This is an optimization exercise on Yosys and OpenROAD, whose aim is small area, a short achievable clock period and few clock cycles, not a production implementation. No functional check of the RTL was part of this run. Power figures rest on the tool's default switching activity, not on a simulated workload.

==> design.v <==
`default_nettype none
package rv_isa_pkg;
    localparam int xlen = 32;
    typedef logic [xlen-1:0] word_t;
    localparam int opc_lsb   = 0;
    localparam int f3_lsb    = 12;
    localparam int imm_u_lsb = 12;
    localparam int imm_i_lsb = 20;
    localparam int f7_lsb    = 25;
    localparam logic [6:0] opc_op     = 7'b0110011;
    localparam logic [6:0] opc_op_imm = 7'b0010011;
    localparam logic [6:0] opc_lui    = 7'b0110111;
    localparam logic [6:0] opc_op_fp  = 7'b1010011;
    localparam logic [6:0] f7_base = 7'b0000000;
    localparam logic [6:0] f7_alt  = 7'b0100000;
    localparam logic [6:0] f7_fadd = 7'b0000000;
    localparam logic [6:0] f7_fsub = 7'b0000100;
    localparam logic [2:0] f3_add  = 3'b000;
    localparam logic [2:0] f3_sub  = 3'b000;
    localparam logic [2:0] f3_sll  = 3'b001;
    localparam logic [2:0] f3_slt  = 3'b010;
    localparam logic [2:0] f3_sltu = 3'b011;
    localparam logic [2:0] f3_xor  = 3'b100;
    localparam logic [2:0] f3_srl  = 3'b101;
    localparam logic [2:0] f3_sra  = 3'b101;
    localparam logic [2:0] f3_or   = 3'b110;
    localparam logic [2:0] f3_and  = 3'b111;
endpackage
`default_nettype wire
`default_nettype none
package ex_ctrl_pkg;
    localparam int fp_exp_w = 8;
    localparam int fp_man_w = 23;
    localparam int fp_bias  = 127;
    typedef enum logic [1:0] {
        unit_none = 2'd0,
        unit_alu  = 2'd1,
        unit_fpu  = 2'd2
    } unit_e;
    typedef enum logic [3:0] {
        alu_add    = 4'd0,
        alu_sub    = 4'd1,
        alu_sll    = 4'd2,
        alu_slt    = 4'd3,
        alu_sltu   = 4'd4,
        alu_xor    = 4'd5,
        alu_srl    = 4'd6,
        alu_sra    = 4'd7,
        alu_or     = 4'd8,
        alu_and    = 4'd9,
        alu_pass_b = 4'd10
    } alu_op_e;
    typedef struct packed {
        unit_e   unit;
        alu_op_e alu_op;
        logic    fp_sub;
    } ex_ctrl_t;
endpackage
`default_nettype wire
`default_nettype none
module ex_decode (
    input  rv_isa_pkg::word_t inst,
    output logic              legal,
    output logic              is_fp
);
    logic [6:0] opcode, funct7;
    logic [2:0] funct3;
    logic       f7_zero, f7_alt;
    assign opcode  = inst[6:0];
    assign funct3  = inst[14:12];
    assign funct7  = inst[31:25];
    assign f7_zero = (funct7 == 7'b0000000);
    assign f7_alt  = (funct7 == 7'b0100000);
    always_comb begin
        is_fp = 1'b0;
        case (opcode)
            rv_isa_pkg::opc_op:     legal = f7_zero | (f7_alt & (funct3 == 3'b000 || funct3 == 3'b101));
            rv_isa_pkg::opc_op_imm: legal = (funct3 == 3'b001) ? f7_zero :
                                            (funct3 == 3'b101) ? (f7_zero | f7_alt) : 1'b1;
            rv_isa_pkg::opc_lui:    legal = 1'b1;
            rv_isa_pkg::opc_op_fp: begin
                is_fp = 1'b1;
                legal = (funct7 == rv_isa_pkg::f7_fadd) || (funct7 == rv_isa_pkg::f7_fsub);
            end
            default:                legal = 1'b0;
        endcase
    end
endmodule
`default_nettype wire
`default_nettype none
module int_alu (
    input  rv_isa_pkg::word_t inst,
    input  rv_isa_pkg::word_t rs1_data,
    input  rv_isa_pkg::word_t rs2_data,
    input  logic              fp_mode,
    input  logic [23:0]       fp_norm_in,
    input  logic [4:0]        fp_lz,
    output rv_isa_pkg::word_t alu_result,
    output logic [23:0]       fp_norm_out
);
    logic [2:0]  funct3;
    logic        is_op, is_lui, is_sll, left;
    logic [31:0] a, b, bx, p, g, rev_a, rev_fp, sr_in, rev_out, shv;
    logic [31:0] s16, s8, s4, s2, s1;
    logic [32:0] sum;
    logic        neg, fill, lt, ltu;
    logic [4:0]  shamt;
    assign funct3 = inst[14:12];
    assign is_op  = inst[5];
    assign is_lui = inst[2];
    assign is_sll = (funct3 == 3'b001);
    assign a = rs1_data;
    assign b = is_op ? rs2_data : {{20{inst[31]}}, inst[31:20]};
    assign neg = ((funct3 == 3'b000) & is_op & inst[30]) | (funct3[2:1] == 2'b01);
    assign bx  = b ^ {32{neg}};
    assign p   = a ^ bx;
    assign g   = a & bx;
    assign sum = {1'b0, a} + {1'b0, bx} + {32'd0, neg};
    assign ltu = ~sum[32];
    assign lt  = (a[31] ^ b[31]) ? a[31] : sum[31];
    always_comb begin
        for (int i = 0; i < 32; i++) rev_a[i] = a[31-i];
        for (int i = 0; i < 32; i++) rev_fp[i] = (i < 24) ? fp_norm_in[23-i] : 1'b0;
    end
    assign left  = fp_mode | is_sll;
    assign sr_in = fp_mode ? rev_fp : is_sll ? rev_a : a;
    assign shamt = fp_mode ? fp_lz : b[4:0];
    assign fill  = ~fp_mode & inst[30] & a[31] & funct3[2];
    assign s16 = shamt[4] ? {{16{fill}}, sr_in[31:16]} : sr_in;
    assign s8  = shamt[3] ? {{8{fill}}, s16[31:8]} : s16;
    assign s4  = shamt[2] ? {{4{fill}}, s8[31:4]} : s8;
    assign s2  = shamt[1] ? {{2{fill}}, s4[31:2]} : s4;
    assign s1  = shamt[0] ? {fill, s2[31:1]} : s2;
    always_comb begin
        for (int i = 0; i < 32; i++) rev_out[i] = s1[31-i];
    end
    assign shv         = left ? rev_out : s1;
    assign fp_norm_out = rev_out[31:8];
    always_comb begin
        if (is_lui) begin
            alu_result = {inst[31:12], 12'd0};
        end else begin
            case (funct3)
                3'b000:  alu_result = sum[31:0];
                3'b001:  alu_result = shv;
                3'b010:  alu_result = {31'd0, lt};
                3'b011:  alu_result = {31'd0, ltu};
                3'b100:  alu_result = p;
                3'b101:  alu_result = shv;
                3'b110:  alu_result = p | g;
                default: alu_result = g;
            endcase
        end
    end
endmodule
`default_nettype wire
`default_nettype none
module fp_adder (
    input  logic              clk,
    input  rv_isa_pkg::word_t op_a,
    input  rv_isa_pkg::word_t op_b,
    input  logic              fp_sub,
    output logic [23:0]       norm_in,
    output logic [4:0]        lz,
    input  logic [23:0]       norm_out,
    output rv_isa_pkg::word_t fp_result
);
    logic        s, s_q, eff_sub, eff_sub_q;
    logic [7:0]  big_exp, big_exp_q;
    logic [24:0] sum, sum_q;
    fp_align u_fp_align (
        .op_a    (op_a),
        .op_b    (op_b),
        .fp_sub  (fp_sub),
        .sign    (s),
        .eff_sub (eff_sub),
        .big_exp (big_exp),
        .sum     (sum)
    );
    always_ff @(posedge clk) begin
        s_q       <= s;
        eff_sub_q <= eff_sub;
        big_exp_q <= big_exp;
        sum_q     <= sum;
    end
    fp_norm u_fp_norm (
        .sign      (s_q),
        .eff_sub   (eff_sub_q),
        .big_exp   (big_exp_q),
        .sum       (sum_q),
        .lz        (lz),
        .norm_in   (norm_in),
        .norm_out  (norm_out),
        .fp_result (fp_result)
    );
endmodule
module fp_align (
    input  rv_isa_pkg::word_t op_a,
    input  rv_isa_pkg::word_t op_b,
    input  logic              fp_sub,
    output logic              sign,
    output logic              eff_sub,
    output logic [7:0]        big_exp,
    output logic [24:0]       sum
);
    logic        sign_a, sign_b, zero_a, zero_b, exp_lt;
    logic [7:0]  exp_a, exp_b, diff;
    logic [8:0]  d_ab, d_ba;
    logic [23:0] man_a, man_b, big_man, small_man, aligned;
    assign sign_a = op_a[31];
    assign sign_b = op_b[31] ^ fp_sub;
    assign exp_a  = op_a[30:23];
    assign exp_b  = op_b[30:23];
    assign zero_a = (exp_a == 8'd0);
    assign zero_b = (exp_b == 8'd0);
    assign man_a  = zero_a ? 24'd0 : {1'b1, op_a[22:0]};
    assign man_b  = zero_b ? 24'd0 : {1'b1, op_b[22:0]};
    assign d_ab   = {1'b0, exp_a} - {1'b0, exp_b};
    assign d_ba   = {1'b0, exp_b} - {1'b0, exp_a};
    assign exp_lt = d_ab[8];
    assign diff   = exp_lt ? d_ba[7:0] : d_ab[7:0];
    assign big_man   = exp_lt ? man_b : man_a;
    assign small_man = exp_lt ? man_a : man_b;
    assign big_exp   = exp_lt ? exp_b : exp_a;
    assign sign      = exp_lt ? sign_b : sign_a;
    assign aligned = (diff[7:5] != 3'd0) ? 24'd0 : small_man >> diff[4:0];
    assign eff_sub = sign_a ^ sign_b;
    assign sum     = {1'b0, big_man} + ({1'b0, aligned} ^ {25{eff_sub}}) + {24'd0, eff_sub};
endmodule
module fp_norm (
    input  logic              sign,
    input  logic              eff_sub,
    input  logic [7:0]        big_exp,
    input  logic [24:0]       sum,
    output logic [4:0]        lz,
    output logic [23:0]       norm_in,
    input  logic [23:0]       norm_out,
    output rv_isa_pkg::word_t fp_result
);
    logic [23:0] norm_man, mag;
    logic        neg, carry, res_sign;
    assign neg      = eff_sub & sum[24];
    assign carry    = ~eff_sub & sum[24];
    assign mag      = (sum[23:0] ^ {24{neg}}) + {23'd0, neg};
    assign res_sign = sign ^ neg;
    logic [7:0]  exp_out;
    logic        res_zero, res_inf;
    logic [31:0] x;
    logic [15:0] v1, c1;
    logic [7:0]  v2;
    logic [15:0] c2;
    logic [3:0]  v4;
    logic [11:0] c4;
    logic [1:0]  v8;
    logic [7:0]  c8;
    assign x = {mag, 8'd0};
    always_comb begin
        for (int i = 0; i < 16; i++) begin
            v1[i] = x[2*i+1] | x[2*i];
            c1[i] = ~x[2*i+1];
        end
        for (int i = 0; i < 8; i++) begin
            v2[i]         = v1[2*i+1] | v1[2*i];
            c2[2*i +: 2]  = v1[2*i+1] ? {1'b0, c1[2*i+1]} : {1'b1, c1[2*i]};
        end
        for (int i = 0; i < 4; i++) begin
            v4[i]         = v2[2*i+1] | v2[2*i];
            c4[3*i +: 3]  = v2[2*i+1] ? {1'b0, c2[2*(2*i+1) +: 2]} : {1'b1, c2[2*(2*i) +: 2]};
        end
        for (int i = 0; i < 2; i++) begin
            v8[i]         = v4[2*i+1] | v4[2*i];
            c8[4*i +: 4]  = v4[2*i+1] ? {1'b0, c4[3*(2*i+1) +: 3]} : {1'b1, c4[3*(2*i) +: 3]};
        end
        lz = v8[1] ? {1'b0, c8[7:4]} : {1'b1, c8[3:0]};
    end
    assign norm_in = mag;
    always_comb begin
        if (carry) begin
            norm_man = sum[24:1];
            exp_out  = big_exp + 8'd1;
            res_zero = 1'b0;
            res_inf  = (big_exp >= 8'd254);
        end else begin
            norm_man = norm_out;
            exp_out  = big_exp - {3'd0, lz};
            res_zero = ({3'd0, lz} >= big_exp) | (mag == 24'd0);
            res_inf  = (lz == 5'd0) & (big_exp == 8'd255);
        end
        fp_result = res_zero ? 32'd0 :
                    res_inf  ? {res_sign, 8'hff, 23'd0} :
                               {res_sign, exp_out, norm_man[22:0]};
    end
endmodule
`default_nettype wire
`default_nettype none
module ex_result (
    input  logic              legal,
    input  logic              is_fp,
    input  rv_isa_pkg::word_t alu_result,
    input  rv_isa_pkg::word_t fp_result,
    output logic              illegal,
    output rv_isa_pkg::word_t result
);
    assign illegal = ~legal;
    assign result  = !legal ? 32'd0 : is_fp ? fp_result : alu_result;
endmodule
`default_nettype wire
`default_nettype none
module ex_unit_top (
    input  logic  clk,
    input  logic  rst,
    input  logic  req,
    input  rv_isa_pkg::word_t inst,
    input  rv_isa_pkg::word_t rs1_data,
    input  rv_isa_pkg::word_t rs2_data,
    input  rv_isa_pkg::word_t frs1_data,
    input  rv_isa_pkg::word_t frs2_data,
    output logic  ack,
    output logic  illegal,
    output rv_isa_pkg::word_t result
);
    logic              legal, is_fp, fp_ready;
    rv_isa_pkg::word_t alu_result, fp_result;
    logic [23:0]       fp_norm_in, fp_norm_out;
    logic [4:0]        fp_lz;
    ex_decode u_ex_decode (
        .inst  (inst),
        .legal (legal),
        .is_fp (is_fp)
    );
    int_alu u_int_alu (
        .inst        (inst),
        .rs1_data    (rs1_data),
        .rs2_data    (rs2_data),
        .fp_mode     (inst[6]),
        .fp_norm_in  (fp_norm_in),
        .fp_lz       (fp_lz),
        .alu_result  (alu_result),
        .fp_norm_out (fp_norm_out)
    );
    fp_adder u_fp_adder (
        .clk       (clk),
        .op_a      (frs1_data),
        .op_b      (frs2_data),
        .fp_sub    (inst[27]),
        .norm_in   (fp_norm_in),
        .lz        (fp_lz),
        .norm_out  (fp_norm_out),
        .fp_result (fp_result)
    );
    ex_result u_ex_result (
        .legal      (legal),
        .is_fp      (is_fp),
        .alu_result (alu_result),
        .fp_result  (fp_result),
        .illegal    (illegal),
        .result     (result)
    );
    always_ff @(posedge clk or posedge rst) begin
        if (rst) fp_ready <= 1'b0;
        else     fp_ready <= req;
    end
    assign ack = req & (fp_ready | (inst[6:0] != rv_isa_pkg::opc_op_fp));
endmodule
`default_nettype wire
==> flow/run.sh <==
#!/bin/bash
set -o pipefail
cp standard.sh standard_sh.txt
export BUFFER_PORTS_ARGS="-buffer_cell sky130_fd_sc_hd__buf_1"
bash standard.sh > standard.log 2>&1
==> standard.sh <==
#!/bin/bash
# synth_recipe.tcl (not shown) runs the flow's synth.tcl, then flattens the netlist and writes it again
# the make line also repeats each setting of config.mk as NAME=value (left out here)
make -C /OpenROAD-flow-scripts/flow DESIGN_CONFIG=/design/flow/config.mk WORK_HOME=/design/flow/orfs CLKGATE_MAP_FILE= SYNTH_SCRIPT=/design/flow/synth_recipe.tcl "${@:-finish}"
==> config.mk <==
export PLATFORM = sky130hd
export DESIGN_NAME = ex_unit_top
export DESIGN_NICKNAME = ex_unit_top
export VERILOG_FILES = /design/flow/design.v
export SDC_FILE = /design/flow/constraint.sdc
export NUM_CORES = 4
export LEC_CHECK = 0
export ABC_AREA = 1
export CAP_MARGIN = 20
export CORE_MARGIN = 2
export CORE_UTILIZATION = 50
export SETUP_SLACK_MARGIN = 2.5
export SLEW_MARGIN = 20
==> constraint.sdc <==
create_clock -name core_clock -period 11.0 [get_ports {clk}]
set_input_delay 2.2000 -clock core_clock [delete_from_list [all_inputs] [get_ports {clk}]]
set_output_delay 2.2000 -clock core_clock [all_outputs]
set_load 0.01 [all_outputs]
==> qor.csv <==
stage,metric,value,unit
worst_setup_path,startpoint,inst[12],
clock_network,cts_tree,built,
flow_run,maxCapViolCount,0,
synth,ys_types,54,
die,fp.dieH,176.2,um
synth,synth_area_per_cell,5.287,um^2
timing,max_freq,118.9,MHz
power,p_seq_frac,0.095,
power,power_frac_clock,0.048,
synth,synth_most_common_cell,nand2_1,
worst_setup_path,start_kind,input pin,
global_route,gr-total-overflow,0,
power,switchingPower,1.804,mW
die,initial_core_util,0.5040,
power,ir_worst_vdd,0.07929,mV
final_layout,area_growth,11.15,%
die,fp.dieArea,31030,um^2
worst_setup_path,path_class,in2out,
power,internal_power,0.9913,mW
die,die_w,176.2,um
final_layout,design_area,16470,um^2
global_route,grt_usage,0.4176,
timing,final_max_slew_viol_count,0,
die,rows,63,
global_route,grt_max_degree,54,
place,dp.final_hpwl,55.53,mm
final_layout,nets,3199,
global_route,grt_pass1_vias,17260,
status,status,finished clean,
global_route,antenna_found_initial,3,
place,finalWeightedCongestion,1.098,
clock_network,max-clock-path-buffers,2,
place,port_buffers,191,
synth,mappedNetlistNets,3080,
timing,setup-tns-final,0,ns
worst_setup_path,path_cells,clkbuf_2 > inv_1 > nor2_4 > buf_4 > o21ai_0 > o21ai_0 > nand2_1 > nand2_1 > nand2_1 > nand3_1 > nand3_1 > nand3_1 > nand3_1 > nand3_1 > nand3b_1 > nand2_1 > a21oi_1 > buf_1,
synth,synthTopCellsByArea,"nand2_1 (19%), nand3_1 (15%), ha_1 (9.2%)",
worst_setup_path,cp.required,8.80,ns
synth,synth_area_leader_cell,nand2_1,
worst_hold_path,min_path_type,in2async,
worst_setup_path,end_kind,output pin,
die,core-area,29400,um^2
place,dpl-instance-area,15710,um^2
timing,min_period,8.412,ns
synth,synth-edff-count,0,
clock_network,numCtsBuffers,5,
synth,synth_top_cell_area_share,0.1920,
power,p_comb_frac,0.857,
detailed_routing,vias_per_cell,6.173,
synth,yosys_warnings,5,
detailed_routing,drc_errors,0,
detailed_routing,routed_wl,68.91,mm
synth,synth_ff_type,dfxtp_1,
timing,period_share,0.7647,
detailed_routing,drt-initial-drc-count,2779,
worst_setup_path,crit_top_cell,nand3_1,
synth,netlist_area,14820,um^2
final_layout,drive_gt1_frac,0.06947,
worst_setup_path,arrival,6.21,ns
timing,relSlewSlack,0.3971,
worst_setup_path,crit_end,result[14],
worst_setup_path,crit_fanout,53,
timing,hold_viol,0,
timing,worst_pin_slew,0.8949,ns
timing,rsz0062_at_grt,yes,
timing,finalSetupViolCount,0,
power,leakage,7.865,nW
detailed_routing,first_pass_iters,7,
detailed_routing,num_vias,20470,
clock_network,clk_pin_slew,0.05,ns
power,powerDensity,169.7,nW/um^2
power,swShare,0.6454,
synth,syn_inst,2803,
detailed_routing,wire_per_inst,20.78,um
synth,synth_common_cells,"nand2_1 (758), nand3_1 (430), inv_1 (299)",
clock_network,ctsRootBufferMaster,clkbuf_16,
synth,synthArstFlopShare,0.02778,
clock_network,cts_max_level,2,
synth,ys_ff_latch,36,
worst_setup_path,critPathSlowestCell,o21ai_0,
detailed_routing,antenna_left,0,
worst_setup_path,cpPeakStageDelay,0.77,ns
synth,synth-seq-area-share,0.04897,
die,ioPinCount,197,
power,p_total,2.796,mW
clock_network,cts_sinks,36,
global_route,grt_pass1_wl,100.3,mm
## worst max-delay path, delay by kind of cell
kind | cells | cell delay (ns)
buf+inv | 4 | 1.25
compound gates | 3 | 1.22
simple gates | 11 | 1.50
## area by class of cell
class	instances	area (um^2)
fillers	3213	12930
multi-input cells	2319	12660
repair buffers	251	1266
inverters	306	1166
flip-flops and latches	36	725.7
well taps	390	488.0
clock buffers	5	125.1
repair inverters	3	17.52
clock inverters	2	12.51
diodes	4	10.01
## metal layers
metal  GRT usage  part of all wire  up-vias
met5           0                 0        -
met1      0.5675              0.40     9288
li1            -                 -     9652
met3     0.07192              0.11      210
met4      0.1911             0.054        0
met2      0.6433              0.43     1319
## worst min path at each step
stage	startpoint	endpoint	slack, ns
5_1_grt	rst	fp_ready$_DFF_PP0_	1.73
3_5_place_dp	rst	fp_ready$_DFF_PP0_	2.01
4_1_cts	rst	fp_ready$_DFF_PP0_	1.72
6_report	rst	fp_ready$_DFF_PP0_	1.72
3_3_place_gp	rst	fp_ready$_DFF_PP0_	2.01
2_1_floorplan	rst	fp_ready$_DFF_PP0_	1.93
## through the flow
stage | utilization | hold slack [ns] | instances | setup slack, ns
floorplan | - | 1.929 | 2803 | 2.651
CTS | 0.5460 | 1.722 | 3290 | 2.516
detailed placement | 0.5342 | 2.010 | 3274 | 0.9819
finish | 0.5602 | 1.724 | 3316 | 2.589
global route | 0.5599 | 1.728 | 3312 | 2.426
global placement | 0.5342 | 2.007 | 3274 | 1.095
## cell families after synthesis
| logic type | share of synthesized area |
|---|---|
| and+or+nand+nor | 0.4446 |
| muxes | 0.006755 |
| buffers and inverters | 0.1185 |
| DFF | 0.04897 |
| adders and majority gates | 0.09878 |
| xor gates and xnor gates | 0.05556 |
| AOI/OAI and AO/OA | 0.2268 |
## sequential cells by signal, indices dropped and copies added (netlist names)
register              flops
fp_ready                  1
u_fp_adder.big_exp_q      8
u_fp_adder.eff_sub_q      1
u_fp_adder.s_q            1
u_fp_adder.sum_q         25
## power groups by stage
stage	sequential, mW	clock [mW]	combinational [mW]
global placement	0.262	0	2.21
floorplan	0.222	0	1.64
detailed placement	0.263	0	2.23
CTS	0.260	0.135	2.26
global route	0.265	0.142	2.61
finish	0.266	0.134	2.40
## what timing repair did
action                                  CTS  global route
cloned                                    1             4
endpoints found under the setup margin   34            36
buffers inserted                          8            18
hold buffers                              0             0
gates resized for setup                  42            60
pin swaps                                 8            18
## placed cells by master, fill, tap and decap left out, types with 6 or more instances in the layout
cell	instances
buf_4	52
o21ai_2	9
xnor2_1	7
a31oi_1	16
nor3_1	19
inv_2	8
nor2_1	200
a211oi_1	10
or2_2	13
o21a_1	8
a21oi_1	201
o221ai_1	12
clkinvlp_4	6
nand3b_1	11
nand4_1	26
nand2_2	24
o22ai_1	22
o211ai_1	59
ha_1	106
o21ai_0	190
clkbuf_16	6
dfxtp_1	35
nor2_4	12
mux2i_1	9
xor2_1	80
o21ai_1	16
o2111ai_1	10
nand3_1	429
buf_1	183
nor2_2	18
inv_1	288
nand2_1	743
a221oi_1	6

-- port drivers added, routing unchanged --
Ports are ideal in the flow. The routed layout listed here was re-timed in OpenROAD.
Step 1 (the two cells are an assumption about what drives the block):
set clk [get_ports {clk}]
set_driving_cell -lib_cell sky130_fd_sc_hd__clkbuf_16 $clk
set_driving_cell -lib_cell sky130_fd_sc_hd__buf_2 [delete_from_list [all_inputs] $clk]
Step 2 also shifts input and output timing later by t, the mid clock arrival at the registers, as if the neighbouring blocks saw the same clock.
Slacks: ideal / step 1 / step 2; pairs: ideal / step 1.
shift t [ns]: 0.310
slack for setup (ns): 2.588 / 2.436 / 2.436
worst data-port slew with drivers (ns): 0.16
After both steps this run still meets setup and hold. The setup slack of this run moves by -0.152 ns with the drivers and by -0.152 ns with both steps.
